Context: an optimization exercise on an open-source flow, tuned for small area and a short achievable clock period. The choices shown serve that exercise and are no tape-out recipe. Only simulation tests tie the RTL to the original design; equivalence was not proved. Power and IR drop assume default switching activity.

==> flow/design.v <==
package offload_pkg;
  localparam int unsigned NumExt      = 4;
  localparam int unsigned NumRsp      = 5;
  localparam int unsigned IdWidth     = 5;
  localparam int unsigned DataWidth   = 32;
  localparam int unsigned TargetWidth = 3;
  localparam int unsigned RspIdxWidth = $clog2(NumRsp);
  localparam int unsigned NumSsrs      = 3;
  localparam int unsigned NumCfgRegs   = 8;
  localparam int unsigned SsrIdxWidth  = 5;
  localparam int unsigned RegIdxWidth  = 7;
  localparam int unsigned CfgAddrWidth = SsrIdxWidth + RegIdxWidth;
  localparam int unsigned SsrSelWidth  = $clog2(NumSsrs);
  localparam int unsigned RegSelWidth  = $clog2(NumCfgRegs);
  localparam logic [6:0] SsrCfgOpcode = 7'h2b;
  typedef enum logic [TargetWidth-1:0] {
    TgtFpu    = 3'd0,
    TgtMulDiv = 3'd1,
    TgtDma    = 3'd2,
    TgtIpu    = 3'd3,
    TgtSsr    = 3'd4
  } target_e;
  typedef enum logic [2:0] {
    OpScfgri = 3'd1,
    OpScfgwi = 3'd2,
    OpScfgr  = 3'd5,
    OpScfgw  = 3'd6
  } ssr_op_e;
  typedef enum logic [1:0] {
    KindRead    = 2'd0,
    KindWrite   = 2'd1,
    KindIllegal = 2'd2
  } cfg_kind_e;
endpackage
`timescale 1ns/10ps
module offload_decode (
  input  logic                                    acc_qvalid_i,
  input  offload_pkg::target_e                    acc_qtarget_i,
  input  logic [offload_pkg::DataWidth-1:0]       acc_qop_i,
  input  logic [offload_pkg::DataWidth-1:0]       acc_qargb_i,
  output logic                                    acc_qready_o,
  output logic [offload_pkg::NumExt-1:0]          ext_qvalid_o,
  input  logic [offload_pkg::NumExt-1:0]          ext_qready_i,
  output logic                                    cfg_valid_o,
  input  logic                                    cfg_ready_i,
  output offload_pkg::cfg_kind_e                  cfg_kind_o,
  output logic [offload_pkg::SsrIdxWidth-1:0]     cfg_ssr_o,
  output logic [offload_pkg::RegIdxWidth-1:0]     cfg_reg_o
);
  offload_pkg::ssr_op_e                   ssr_op;
  logic                                   is_cfg_opcode;
  logic [offload_pkg::CfgAddrWidth-1:0]   cfg_addr;
  always_comb begin
    ext_qvalid_o = '0;
    cfg_valid_o  = 1'b0;
    acc_qready_o = 1'b0;
    case (acc_qtarget_i)
      offload_pkg::TgtFpu,
      offload_pkg::TgtMulDiv,
      offload_pkg::TgtDma,
      offload_pkg::TgtIpu: begin
        ext_qvalid_o[acc_qtarget_i[1:0]] = acc_qvalid_i;
        acc_qready_o = ext_qready_i[acc_qtarget_i[1:0]];
      end
      default: begin
        cfg_valid_o  = acc_qvalid_i;
        acc_qready_o = cfg_ready_i;
      end
    endcase
  end
  assign ssr_op        = offload_pkg::ssr_op_e'(acc_qop_i[14:12]);
  assign is_cfg_opcode = (acc_qtarget_i == offload_pkg::TgtSsr) &&
                         (acc_qop_i[6:0] == offload_pkg::SsrCfgOpcode);
  always_comb begin
    cfg_kind_o = offload_pkg::KindIllegal;
    cfg_addr   = acc_qop_i[31:20];
    if (is_cfg_opcode) begin
      case (ssr_op)
        offload_pkg::OpScfgri: cfg_kind_o = offload_pkg::KindRead;
        offload_pkg::OpScfgwi: cfg_kind_o = offload_pkg::KindWrite;
        offload_pkg::OpScfgr: begin
          cfg_kind_o = offload_pkg::KindRead;
          cfg_addr   = acc_qargb_i[offload_pkg::CfgAddrWidth-1:0];
        end
        offload_pkg::OpScfgw: begin
          cfg_kind_o = offload_pkg::KindWrite;
          cfg_addr   = acc_qargb_i[offload_pkg::CfgAddrWidth-1:0];
        end
        default: cfg_kind_o = offload_pkg::KindIllegal;
      endcase
    end
  end
  assign cfg_ssr_o = cfg_addr[offload_pkg::SsrIdxWidth-1:0];
  assign cfg_reg_o = cfg_addr[offload_pkg::CfgAddrWidth-1:offload_pkg::SsrIdxWidth];
endmodule
`timescale 1ns/10ps
module ssr_cfg_unit (
  input  logic                                  clk_i,
  input  logic                                  rst_ni,
  input  logic                                  cfg_valid_i,
  output logic                                  cfg_ready_o,
  input  offload_pkg::cfg_kind_e                cfg_kind_i,
  input  logic [offload_pkg::SsrIdxWidth-1:0]   cfg_ssr_i,
  input  logic [offload_pkg::RegIdxWidth-1:0]   cfg_reg_i,
  input  logic [offload_pkg::IdWidth-1:0]       cfg_id_i,
  input  logic [offload_pkg::DataWidth-1:0]     cfg_wdata_i,
  output logic                                  rsp_valid_o,
  input  logic                                  rsp_ready_i,
  output logic [offload_pkg::IdWidth-1:0]       rsp_id_o,
  output logic [offload_pkg::DataWidth-1:0]     rsp_data_o,
  output logic                                  rsp_error_o
);
  logic [offload_pkg::DataWidth-1:0] cfg_q [offload_pkg::NumSsrs][offload_pkg::NumCfgRegs];
  logic [offload_pkg::SsrSelWidth-1:0] ssr_sel;
  logic [offload_pkg::RegSelWidth-1:0] reg_sel;
  logic                                in_range;
  logic                                accept;
  logic                                cfg_we;
  logic [offload_pkg::DataWidth-1:0]   old_data;
  logic                                rsp_valid_q;
  logic [offload_pkg::IdWidth-1:0]     rsp_id_q;
  logic [offload_pkg::DataWidth-1:0]   rsp_data_q;
  logic                                rsp_error_q;
  assign in_range =
      (cfg_ssr_i < offload_pkg::SsrIdxWidth'(offload_pkg::NumSsrs)) &&
      (cfg_reg_i < offload_pkg::RegIdxWidth'(offload_pkg::NumCfgRegs));
  assign ssr_sel  = cfg_ssr_i[offload_pkg::SsrSelWidth-1:0];
  assign reg_sel  = cfg_reg_i[offload_pkg::RegSelWidth-1:0];
  assign old_data = in_range ? cfg_q[ssr_sel][reg_sel] : '0;
  assign cfg_ready_o = ~rsp_valid_q | rsp_ready_i;
  assign accept      = cfg_valid_i & cfg_ready_o;
  assign cfg_we      = accept & in_range & (cfg_kind_i == offload_pkg::KindWrite);
  always_ff @(posedge clk_i or negedge rst_ni) begin
    if (!rst_ni) begin
      for (int s = 0; s < offload_pkg::NumSsrs; s++) begin
        for (int r = 0; r < offload_pkg::NumCfgRegs; r++) begin
          cfg_q[s][r] <= '0;
        end
      end
    end else if (cfg_we) begin
      cfg_q[ssr_sel][reg_sel] <= cfg_wdata_i;
    end
  end
  always_ff @(posedge clk_i or negedge rst_ni) begin
    if (!rst_ni) begin
      rsp_valid_q <= 1'b0;
    end else if (cfg_ready_o) begin
      rsp_valid_q <= cfg_valid_i;
    end
  end
  always_ff @(posedge clk_i) begin
    if (accept) begin
      case (cfg_kind_i)
        offload_pkg::KindWrite: begin
          rsp_id_q    <= '0;
          rsp_data_q  <= old_data;
          rsp_error_q <= 1'b0;
        end
        offload_pkg::KindRead: begin
          rsp_id_q    <= cfg_id_i;
          rsp_data_q  <= old_data;
          rsp_error_q <= 1'b0;
        end
        default: begin
          rsp_id_q    <= cfg_id_i;
          rsp_data_q  <= '0;
          rsp_error_q <= 1'b1;
        end
      endcase
    end
  end
  assign rsp_valid_o = rsp_valid_q;
  assign rsp_id_o    = rsp_id_q;
  assign rsp_data_o  = rsp_data_q;
  assign rsp_error_o = rsp_error_q;
endmodule
`timescale 1ns/10ps
module offload_arbiter (
  input  logic                                                       clk_i,
  input  logic                                                       rst_ni,
  input  logic [offload_pkg::NumRsp-1:0]                             inp_valid_i,
  output logic [offload_pkg::NumRsp-1:0]                             inp_ready_o,
  input  logic [offload_pkg::NumRsp-1:0][offload_pkg::IdWidth-1:0]   inp_id_i,
  input  logic [offload_pkg::NumRsp-1:0][offload_pkg::DataWidth-1:0] inp_data_i,
  input  logic [offload_pkg::NumRsp-1:0]                             inp_error_i,
  output logic                                                       oup_valid_o,
  input  logic                                                       oup_ready_i,
  output logic [offload_pkg::IdWidth-1:0]                            oup_id_o,
  output logic [offload_pkg::DataWidth-1:0]                          oup_data_o,
  output logic                                                       oup_error_o
);
  logic [offload_pkg::RspIdxWidth-1:0] rr_q;
  logic [offload_pkg::RspIdxWidth-1:0] gnt_q;
  logic                                lock_q;
  logic [offload_pkg::RspIdxWidth-1:0] gnt_idx;
  logic                                stall;
  always_comb begin
    int unsigned cand;
    logic        found;
    gnt_idx = rr_q;
    found   = 1'b0;
    for (int unsigned i = 0; i < offload_pkg::NumRsp; i++) begin
      cand = int'(rr_q) + i;
      if (cand >= offload_pkg::NumRsp) begin
        cand = cand - offload_pkg::NumRsp;
      end
      if (!found && inp_valid_i[cand]) begin
        gnt_idx = offload_pkg::RspIdxWidth'(cand);
        found   = 1'b1;
      end
    end
    if (lock_q) begin
      gnt_idx = gnt_q;
    end
  end
  assign oup_valid_o = inp_valid_i[gnt_idx];
  assign oup_id_o    = inp_id_i[gnt_idx];
  assign oup_data_o  = inp_data_i[gnt_idx];
  assign oup_error_o = inp_error_i[gnt_idx];
  assign stall       = oup_valid_o & ~oup_ready_i;
  always_comb begin
    inp_ready_o          = '0;
    inp_ready_o[gnt_idx] = oup_valid_o & oup_ready_i;
  end
  always_ff @(posedge clk_i or negedge rst_ni) begin
    if (!rst_ni) begin
      rr_q   <= '0;
      gnt_q  <= '0;
      lock_q <= 1'b0;
    end else begin
      lock_q <= stall;
      if (stall) begin
        gnt_q <= gnt_idx;
      end
      if (oup_valid_o && oup_ready_i) begin
        if (gnt_idx == offload_pkg::RspIdxWidth'(offload_pkg::NumRsp - 1)) begin
          rr_q <= '0;
        end else begin
          rr_q <= gnt_idx + 1'b1;
        end
      end
    end
  end
endmodule
`timescale 1ns/10ps
module offload_hub (
  input  logic                                                       clk_i,
  input  logic                                                       rst_ni,
  input  logic                                                       acc_qvalid_i,
  output logic                                                       acc_qready_o,
  input  logic [offload_pkg::TargetWidth-1:0]                        acc_qtarget_i,
  input  logic [offload_pkg::IdWidth-1:0]                            acc_qid_i,
  input  logic [offload_pkg::DataWidth-1:0]                          acc_qop_i,
  input  logic [offload_pkg::DataWidth-1:0]                          acc_qarga_i,
  input  logic [offload_pkg::DataWidth-1:0]                          acc_qargb_i,
  output logic                                                       acc_pvalid_o,
  input  logic                                                       acc_pready_i,
  output logic [offload_pkg::IdWidth-1:0]                            acc_pid_o,
  output logic [offload_pkg::DataWidth-1:0]                          acc_pdata_o,
  output logic                                                       acc_perror_o,
  output logic [offload_pkg::NumExt-1:0]                             ext_qvalid_o,
  input  logic [offload_pkg::NumExt-1:0]                             ext_qready_i,
  output logic [offload_pkg::IdWidth-1:0]                            ext_qid_o,
  output logic [offload_pkg::DataWidth-1:0]                          ext_qop_o,
  output logic [offload_pkg::DataWidth-1:0]                          ext_qarga_o,
  output logic [offload_pkg::DataWidth-1:0]                          ext_qargb_o,
  input  logic [offload_pkg::NumExt-1:0]                             ext_pvalid_i,
  output logic [offload_pkg::NumExt-1:0]                             ext_pready_o,
  input  logic [offload_pkg::NumExt-1:0][offload_pkg::IdWidth-1:0]   ext_pid_i,
  input  logic [offload_pkg::NumExt-1:0][offload_pkg::DataWidth-1:0] ext_pdata_i,
  input  logic [offload_pkg::NumExt-1:0]                             ext_perror_i
);
  logic                                cfg_valid;
  logic                                cfg_ready;
  offload_pkg::cfg_kind_e              cfg_kind;
  logic [offload_pkg::SsrIdxWidth-1:0] cfg_ssr;
  logic [offload_pkg::RegIdxWidth-1:0] cfg_reg;
  logic                                ssr_pvalid;
  logic                                ssr_pready;
  logic [offload_pkg::IdWidth-1:0]     ssr_pid;
  logic [offload_pkg::DataWidth-1:0]   ssr_pdata;
  logic                                ssr_perror;
  logic [offload_pkg::NumRsp-1:0]      rsp_ready;
  assign ext_qid_o   = acc_qid_i;
  assign ext_qop_o   = acc_qop_i;
  assign ext_qarga_o = acc_qarga_i;
  assign ext_qargb_o = acc_qargb_i;
  offload_decode i_offload_decode (
    .acc_qvalid_i  (acc_qvalid_i),
    .acc_qtarget_i (offload_pkg::target_e'(acc_qtarget_i)),
    .acc_qop_i     (acc_qop_i),
    .acc_qargb_i   (acc_qargb_i),
    .acc_qready_o  (acc_qready_o),
    .ext_qvalid_o  (ext_qvalid_o),
    .ext_qready_i  (ext_qready_i),
    .cfg_valid_o   (cfg_valid),
    .cfg_ready_i   (cfg_ready),
    .cfg_kind_o    (cfg_kind),
    .cfg_ssr_o     (cfg_ssr),
    .cfg_reg_o     (cfg_reg)
  );
  ssr_cfg_unit i_ssr_cfg_unit (
    .clk_i       (clk_i),
    .rst_ni      (rst_ni),
    .cfg_valid_i (cfg_valid),
    .cfg_ready_o (cfg_ready),
    .cfg_kind_i  (cfg_kind),
    .cfg_ssr_i   (cfg_ssr),
    .cfg_reg_i   (cfg_reg),
    .cfg_id_i    (acc_qid_i),
    .cfg_wdata_i (acc_qarga_i),
    .rsp_valid_o (ssr_pvalid),
    .rsp_ready_i (ssr_pready),
    .rsp_id_o    (ssr_pid),
    .rsp_data_o  (ssr_pdata),
    .rsp_error_o (ssr_perror)
  );
  offload_arbiter i_offload_arbiter (
    .clk_i       (clk_i),
    .rst_ni      (rst_ni),
    .inp_valid_i ({ssr_pvalid, ext_pvalid_i}),
    .inp_ready_o (rsp_ready),
    .inp_id_i    ({ssr_pid, ext_pid_i}),
    .inp_data_i  ({ssr_pdata, ext_pdata_i}),
    .inp_error_i ({ssr_perror, ext_perror_i}),
    .oup_valid_o (acc_pvalid_o),
    .oup_ready_i (acc_pready_i),
    .oup_id_o    (acc_pid_o),
    .oup_data_o  (acc_pdata_o),
    .oup_error_o (acc_perror_o)
  );
  assign ext_pready_o = rsp_ready[offload_pkg::NumExt-1:0];
  assign ssr_pready   = rsp_ready[offload_pkg::NumRsp-1];
endmodule
==> flow/run.sh <==
#!/bin/bash
# synth_recipe.tcl (not shown) runs the flow's synth.tcl, then flattens the netlist and writes it again
# the make line also repeats each setting of config.mk as NAME=value (left out here)
make -C /OpenROAD-flow-scripts/flow DESIGN_CONFIG=/design/flow/config.mk WORK_HOME=/design/flow/orfs CLKGATE_MAP_FILE= SYNTH_SCRIPT=/design/flow/synth_recipe.tcl finish
==> flow/config.mk <==
export PLATFORM = sky130hd
export DESIGN_NAME = offload_hub
export DESIGN_NICKNAME = offload_hub
export VERILOG_FILES = /design/flow/design.v
export SDC_FILE = /design/flow/constraint.sdc
export NUM_CORES = 4
export LEC_CHECK = 0
export CAP_MARGIN = 20
export CORE_MARGIN = 2
export CORE_UTILIZATION = 40
export SLEW_MARGIN = 20
==> flow/constraint.sdc <==
create_clock -name core_clock -period 7.0 [get_ports {clk_i}]
set_input_delay 1.4000 -clock core_clock [delete_from_list [all_inputs] [get_ports {clk_i}]]
set_output_delay 1.4000 -clock core_clock [all_outputs]
set_load 0.01 [all_outputs]
==> run notes <==
## critical path, cell delays in order
cell,delay (ps)
clkdlybuf4s50_1,540
mux4_2,500
and3_1,190
o21a_1,230
o21ba_2,240
o21ai_2,120
o41ai_1,130
buf_4,150
a31oi_4,270
buf_6,280
nor2b_1,80
a211oi_1,260
a21oi_2,110
buf_4,150
a22o_1,170
clkdlybuf4s50_1,540
## power by group
part | leakage [nW] | internal [W] | switching, W
combinational | 10.6 | 0.00559 | 0.00586
sequential | 11.1 | 0.00484 | 0.0000538
clock | 1.44 | 0.00275 | 0.00197
## logic make-up after synthesis
logic type | after synthesis | synth area share, %
AO/OA/AOI/OAI | 659 | 12.5
AND/OR/NAND/NOR | 341 | 4.90
XOR/XNOR | 8 | 0.177
buffers and inverters | 389 | 5.95
flip-flops | 814 | 51.9
adder cells (fa/ha/maj) | 24 | 0.778
multiplexers | 826 | 23.7
## stage by stage
step                      utilization, %  TNS [ps]  hold WS (ps)  area [sq um]  power [W]
after floorplan                        -         0           464         39600     0.0114
after global placement              45.7      -162           473         44900     0.0161
after detailed placement            45.7      -227           481         44900     0.0162
after CTS                           48.7         0           494         47900     0.0210
after global routing                48.8     -1.61           500         48000     0.0222
final                               48.8         0           490         48000     0.0211
## routing by layer
layer | up-vias | GRT usage [%] | share of wire (%)
li1 | 11953 | - | -
met1 | 14742 | 36.9 | 45
met2 | 1070 | 41.0 | 46
met3 | 210 | 4.28 | 6.8
met4 | 0 | 6.67 | 2.2
met5 | - | 0 | 0
## sequential cells by signal, indices dropped and copies added (netlist names)
name,count
i_ssr_cfg_unit.cfg_q,768
i_ssr_cfg_unit.rsp_data_q,32
i_ssr_cfg_unit.rsp_id_q,5
i_offload_arbiter.gnt_q,3
i_offload_arbiter.rr_q,3
i_offload_arbiter.lock_q,1
i_ssr_cfg_unit.rsp_error_q,1
i_ssr_cfg_unit.rsp_valid_q,1
## cell usage in the layout (no fill, tap or decap), types with 6 or more instances in the layout
cell type,Yosys,layout
a211oi_1,43,42
a21oi_1,82,81
a221oi_1,62,62
a22o_1,101,101
a22oi_1,229,229
a31oi_1,31,31
and2_1,7,7
buf_12,0,60
buf_4,103,134
bufinv_16,0,6
clkbuf_1,164,20
clkbuf_16,0,88
clkbuf_8,0,19
clkdlybuf4s50_1,0,351
clkinv_2,0,17
dfrtp_1,776,774
edfxtp_1,38,38
ha_1,23,20
inv_1,23,22
mux2_1,570,570
mux2_2,171,171
mux2_4,31,31
mux2i_1,50,50
nand2_1,30,26
nand2_4,19,19
nand2b_1,15,15
nand3_1,23,23
nand4_1,58,58
nor2_1,78,54
nor2_4,0,24
nor2b_1,50,48
nor3_1,21,19
nor4_1,7,6
o21ai_0,44,44
or3_1,6,6
xnor2_1,7,7
## path summary, 6_finish.rpt
path,start,to
max reg2reg,i_offload_arbiter.rr_q[1]$_DFFE_PN0N_,i_ssr_cfg_unit.cfg_q[10][7]$_DFFE_PN0P_
max,ext_pvalid_i[0],acc_pdata_o[0]
max in group asynchronous,rst_ni,i_offload_arbiter.rr_q[1]$_DFFE_PN0N_
min reg2reg,i_ssr_cfg_unit.cfg_q[23][15]$_DFFE_PN0P_,i_ssr_cfg_unit.cfg_q[23][15]$_DFFE_PN0P_
min,i_ssr_cfg_unit.cfg_q[23][15]$_DFFE_PN0P_,i_ssr_cfg_unit.cfg_q[23][15]$_DFFE_PN0P_
min in group asynchronous,rst_ni,i_ssr_cfg_unit.cfg_q[15][30]$_DFFE_PN0P_
## cells in the mapped netlist, types with 5 or more instances
| cell type | count | area share (%) |
|---|---|---|
| a22o_1 | 101 | 2.2 |
| mux2i_1 | 50 | 1.3 |
| mux2_2 | 171 | 4.9 |
| buf_1 | 9 | 0.085 |
| edfxtp_1 | 38 | 2.9 |
| ha_1 | 23 | 0.73 |
| or3_1 | 6 | 0.095 |
| buf_2 | 26 | 0.33 |
| a22oi_1 | 229 | 4.3 |
| nand3b_1 | 5 | 0.095 |
| xnor2_1 | 7 | 0.15 |
| nor2_1 | 78 | 0.74 |
| nand2_1 | 30 | 0.28 |
| dfrtp_1 | 776 | 49 |
| a31oi_1 | 31 | 0.49 |
| nor3_1 | 21 | 0.27 |
| nor4_1 | 7 | 0.11 |
| a21oi_1 | 82 | 1.0 |
| and2_1 | 7 | 0.11 |
| inv_1 | 23 | 0.22 |
| nand3_1 | 23 | 0.29 |
| a211oi_1 | 43 | 0.82 |
| nand2_4 | 19 | 0.54 |
| nor2b_1 | 50 | 0.79 |
| a221oi_1 | 62 | 1.4 |
| o21ai_0 | 44 | 0.56 |
| buf_4 | 103 | 2.0 |
| nand2b_1 | 15 | 0.24 |
| buf_6 | 62 | 1.8 |
| nor3b_1 | 5 | 0.095 |
| nand4_1 | 58 | 0.92 |
| mux2_4 | 31 | 1.2 |
| mux2_1 | 570 | 16 |
| clkbuf_1 | 164 | 1.6 |
## what timing repair did
| item | in CTS | in global routing |
|---|---|---|
| resized for setup | 9 | 16 |
| setup buffers | 3 | 2 |
| setup endpoints to repair | 32 | 20 |
| pin swaps | 0 | 2 |
| cloned | 0 | 0 |
## cell type report
type,count,area [sq um]
diodes,1,2.50
clock buffers,127,2540
clock inverters,31,367
fillers,8635,50300
inverters,24,93.8
multi-input cells,1858,17000
flip-flops and latches,814,20600
well taps,1287,1610
repair buffers,553,5820
==> metrics.md <==
| Metric | Value |
|---|---|
| Max cap viols | 0 |
| Placed insts | 4531 |
| Reg clk slew, reported paths | approximately 60 ps |
| Total CTS buffers | between 80 and 90 |
| Pleak | ~23 nW |
| HP Class | reg -> reg |
| Die W | between 300 and 400 um |
| Post-place setup slack | -194 ps |
| Yosys warnings | 4 |
| Status | finished clean |
| Final setup vio count | 0 |
| Worst Tran Pin Value | 1130 ps |
| Top_reg_cell synth | dfrtp_1 |
| Rows | about 120 |
| CTS tree | done |
| I/O pins | approximately 420 |
| Maximum clock path buffer count | 3 |
| Vias post-DR | about 28000 |
| Synth async-reset ratio | between 90% and 100% |
| Initial DRC count | approximately 2500 |
| DRC viols | 0 |
| WS Path Type | in -> out |
| Initial antenna violation count | 4 |
| R2R setup slack | between 1000 and 1500 ps |
| Largest net degree at the start of global routing | around 170 |
| CTS Hold Buffers Added | 0 |
| Sequential-to-total area share from yosys stat | 51.9% |
| Grt ovf | 0 |
| Worst EP arrival | roughly 5400 ps |
| Vias in the first global route | 28227 |
| Area growth from synthesis to layout | 21.3% |
| Nets@finish | around 3600 |
| Fmax | about 150 MHz |
| Global Route Usage Sum | between 20% and 30% |
| Core ar. | 98300 sq um |
| DR pass1 iterations | 6 |
| Final hold vios | 0 |
| Min Tclk post-route | 6800 ps |
| Hold Path Depth | 1 |
| Startpoint types | input pin |
| Crit-path max FO | 23 |
| Worst-Skew Late Latency | ~640 ps |
| Die Footprint | 101000 sq um |
| Peak VDD IR | between 0.7 and 0.8 mV |
| Routed len/inst | 28.4 um |
| Synthesized Nets | between 3000 and 4000 |
| Number of synthesized register bits | a little over 800 |
| Ratio of cells with drive above 1 in the final layout | about a fifth |
| Die Span Y | roughly 320 um |
| Number of synthesized flops with an enable pin | 38 |
| I/O Buffers | about 360 |
| Pwr/cell area | roughly 440 nW/um^2 |
| Period utilisation layout | between 90 and 100% |
| Fin worst setup slack | slightly below 200 ps |
| Post-Synthesis Cell Area | just under 40000 sq um |
| Via-per-instance ratio | between 5 and 6 |
| H-tree depth reported by CTS | 3 |
| Cell count after synthesis | 3061 |
| Antenna Nets Post-Route | 0 |
| Clk root buf | clkbuf_16 |
| Mean post-synth cell area | between 10 and 15 sq um |
| First-pass GRT wire length | 196 mm |
| FF-to-FF path depth | 21 |
| Synth unique cells | between 80 and 90 |
| Slew headroom | roughly a quarter |
| Total clock sinks | about 810 |
| Non-Filler Instances | 4695 |
| Req. time, crit path | 5600 ps |
| Initial cell density of the core | between 40% and 50% |
| Slew Limit Fails | 0 |
| GP Congestion | 0.889 |
| Estimated wirelength of the detail-placed design | around 83 mm |
| Clk_skew | roughly 20 ps |
| CP endpoint kind | output pin |
| Final wirelength | ~130 mm |

==> what the ideal ports hide <==
In the flow no input, the clock included, has a driving cell. The finished layout below was timed again as built, in two steps.
Step 1 assumes that a clkbuf_16 drives the clock port and a buf_2 every other input.
Step 2 adds t to the input delays and takes it off the output delays; t is the mean of the earliest and latest rising clock arrival at the registers after step 1. Input paths then give back, and output paths get back, about the clock's delay inside the block.
Three values: no drivers, after step 1, after step 2; two values: the first two.
t (ns): 0.704
setup WS [ns]: 0.195 / 0.171 / 0.171
hold slack, ns: 0.490 / 0.490 / 0.490
worst data-port slew with drivers (ns): 0.07
cell pins on the clock port's net: 1
After both steps this run still meets setup and hold. The setup slack of this run moves by -0.024 ns with the drivers and by -0.024 ns with both steps.
